Background: an optimization exercise with open tools, aiming at small area, a short achievable clock period and few clock cycles per item. Do not read the settings as production practice. Where RTL was checked, it was by simulation tests only, not by an equivalence proof against the original. Power is estimated from default activity; no workload was simulated.

==> inputs of build 45 <==
// aud_ima_adpcm_stream_decoder_unit
module aud_ima_adpcm_stream_decoder_unit (
  input  wire logic        clk,
  input  wire logic        rst,
  input  wire logic        s_axis_tvalid,
  output logic             s_axis_tready,
  input  wire logic [7:0]  s_axis_tdata,    
  input  wire logic        s_axis_tlast,    
  output logic             m_axis_tvalid,
  input  wire logic        m_axis_tready,
  output logic [31:0]      m_axis_tdata,    
  output logic             m_axis_tlast     
);
==> flow/config.mk <==
export PLATFORM = sky130hd
export DESIGN_NAME = aud_ima_adpcm_stream_decoder_unit
export DESIGN_NICKNAME = aud_ima_adpcm_stream_decoder_unit
export VERILOG_FILES = /design/flow/design.v
export SDC_FILE = /design/flow/constraint.sdc
export NUM_CORES = 4
export LEC_CHECK = 0
export CAP_MARGIN = 70
export CORE_MARGIN = 2
export CORE_UTILIZATION = 40
export SETUP_SLACK_MARGIN = 5
export SLEW_MARGIN = 70
==> flow/constraint.sdc <==
create_clock -name core_clock -period 11.0 [get_ports {clk}]
set_input_delay 2.2000 -clock core_clock [delete_from_list [all_inputs] [get_ports {clk}]]
set_output_delay 2.2000 -clock core_clock [all_outputs]
set_load 0.01 [all_outputs]
standard.sh (not shown) runs the stock make flow with config.mk's settings and CLKGATE_MAP_FILE= SYNTH_SCRIPT=/design/flow/synth_recipe.tcl, a recipe that flattens the netlist after the stock synthesis.
==> flow/flow/run.sh <==
#!/bin/bash
set -euo pipefail
bash standard.sh SETUP_SLACK_MARGIN=7 finish > make_finish.log 2>&1
==> build 2 (differences from build 45) <==
==> flow/run.sh (new file) <==
#!/bin/bash
# synth_recipe.tcl (not shown) runs the flow's synth.tcl, then flattens the netlist and writes it again
# the make line also repeats each setting of config.mk as NAME=value (left out here)
make -C /OpenROAD-flow-scripts/flow DESIGN_CONFIG=/design/flow/config.mk WORK_HOME=/design/flow/orfs CLKGATE_MAP_FILE= SYNTH_SCRIPT=/design/flow/synth_recipe.tcl finish
Settings changed: CAP_MARGIN 70 to 20, SETUP_SLACK_MARGIN 5 to default, SLEW_MARGIN 70 to 20.
removed: flow/flow/run.sh
removed: flow/standard.sh
==> metrics.yaml <==
worst_setup_path:
  reg2reg_depth: 14
pwr:
  switching_share: 0.284
  pwr-share-clk: 0.417
  vdd_drop_max_mv: 0.101
drt:
  wirelength_um: 28400
  dr_wl_met2_um: 12900
final_layout:
  non_clock_buffer_area_share: 0.0439
outcome:
  outcome: "finished clean"
grt:
  grtUsageMet3: 0.0292
  grt_pass1_wl_um: 45400
-- figures above: build 2

==> metrics.yaml <==
pwr:
  pwr-share-clk: 0.406
  vdd_drop_max_mv: 0.0924
  switching_share: 0.288
synth:
  synth_edf_count: 150
final_layout:
  nets: 1293
  non_clock_buffer_area_share: 0.0802
drt:
  dr_wl_met2_um: 13900
  wirelength_um: 30000
outcome:
  outcome: "finished clean"
clocking:
  postCtsSetupBuffers: 8
grt:
  grtUsageMet3: 0.0285
  grt_pass1_wl_um: 45900
place:
  postPlaceCellArea_um2: 12100
worst_setup_path:
  reg2reg_depth: 17
-- figures above: build 45

Function was not checked in any run of this note: the RTL went through the layout flow alone.

========
==> trial 66 <==
Another version of the RTL of aud_ima_adpcm_stream_decoder_unit (not shown whole).
Settings: LEC_CHECK=0, CAP_MARGIN=20, CORE_MARGIN=2, CORE_UTILIZATION=40, SETUP_SLACK_MARGIN=5, SLEW_MARGIN=20, TNS_END_PERCENT=5; clock period 11.0 ns.
==> flow/flow/run.sh <==
#!/bin/bash
set -euo pipefail
bash standard.sh SETUP_SLACK_MARGIN=7.25 \
  CTS_ARGS="-sink_clustering_enable -repair_clock_nets -dont_use_dummy_load" \
  finish > make_finish.log 2>&1
==> trial 86: changes against trial 66 <==
==> flow/flow/run.sh (replaced) <==
#!/bin/bash
# The standard layout, with: timing repair aiming for 7.5 ns of setup slack at
# the design's clock period; every port buffered with buf_1 (the standard
# flow's choice is a delay buffer); clock tree synthesis with clkbuf_8 and without dummy loads.
# config.mk's settings otherwise. ORFS's per-step logs stay under orfs/logs;
# make's own output goes to make_finish.log.
set -euo pipefail
bash standard.sh SETUP_SLACK_MARGIN=7.5 \
  BUFFER_PORTS_ARGS="-buffer_cell sky130_fd_sc_hd__buf_1" \
  CTS_ARGS="-sink_clustering_enable -repair_clock_nets -dont_use_dummy_load -buf_list sky130_fd_sc_hd__clkbuf_8" \
  finish > make_finish.log 2>&1
==> build 92: changes against trial 66 <==
==> flow/flow/run.sh (replaced) <==
#!/bin/bash
# The standard layout, with: timing repair aiming for 7.5 ns of setup slack at
# the design's clock period; every port buffered with buf_2 (the standard
# flow's choice is a delay buffer); clock tree synthesis without dummy loads.
# config.mk's settings otherwise. ORFS's per-step logs stay under orfs/logs;
# make's own output goes to make_finish.log.
set -euo pipefail
bash standard.sh SETUP_SLACK_MARGIN=7.5 \
  BUFFER_PORTS_ARGS="-buffer_cell sky130_fd_sc_hd__buf_2" \
  CTS_ARGS="-sink_clustering_enable -repair_clock_nets -dont_use_dummy_load" \
  finish > make_finish.log 2>&1
==> run notes <==
outcome complete, no violations; met1 usage between 20% and 30%; Clk pin slew, worst setup/hold paths 0.09 ns; CP Capture Point u_dp.pred[2]; FILL cells 2,512; Crit. End Element flip-flop
-- figures above: trial 86

==> run notes <==
outcome complete, no violations; number of setup buffers added after CTS 16; Clk pin slew, worst setup/hold paths roughly 0.060 ns; CP Capture Point m_axis_tdata[6]; Crit. End Element primary output; largest net degree at the start of global routing 54; FILL cells between 2,000 and 2,500; slowest cell on the critical path clkdlybuf4s50_1
-- figures above: trial 66

==> run notes <==
outcome complete, no violations; Clk pin slew, worst setup/hold paths 0.07 ns; PortBufs 47; met1 usage between 30% and 40%; Worst Path Max Fanout 6; CP Capture Point u_dp.pred[2]; Crit. End Element flip-flop
-- figures above: build 92

Testbench counts of trial 66, summed over its fixed seeds: cycles 33,056, samples 31,880.
Testbench counts of trial 86, summed over its fixed seeds: cycles 33,056, samples 31,880.
Testbench counts of build 92, summed over its fixed seeds: cycles 33,056, samples 31,880.

## static timing again, ports no longer ideal
Ports are ideal in the flow. The routed layouts listed here were re-timed in OpenROAD.
Step 1: set_driving_cell puts a clkbuf_16 on clk and a buf_2 on each other input, an assumption about the parent block.
Step 2 times the ports against the registers' clock, not the clock port: input delays grow and output delays shrink by t, the midpoint of the rising clock arrivals with the driver on.
a / b / c = no drivers / after step 1 / after step 2; a / b = the first two.
run	shift t [ns]	slack for setup (ns)	worst data-port slew with drivers (ns)	cell pins on the clock port's net
build 45	0.477	7.049 / 7.049 / 6.655	0.05	1
build 2	0.473	5.737 / 5.737 / 5.647	0.04	1
trial 66	0.467	7.177 / 7.131 / 6.960	0.03	1
trial 86	0.482	7.325 / 7.325 / 7.048	0.05	1
build 92	0.461	7.382 / 7.382 / 7.117	0.04	1
After both steps every run listed still meets setup and hold. For build 45, which loses most, drivers alone change the setup slack by 0.000 ns; drivers and shift together by -0.394 ns.
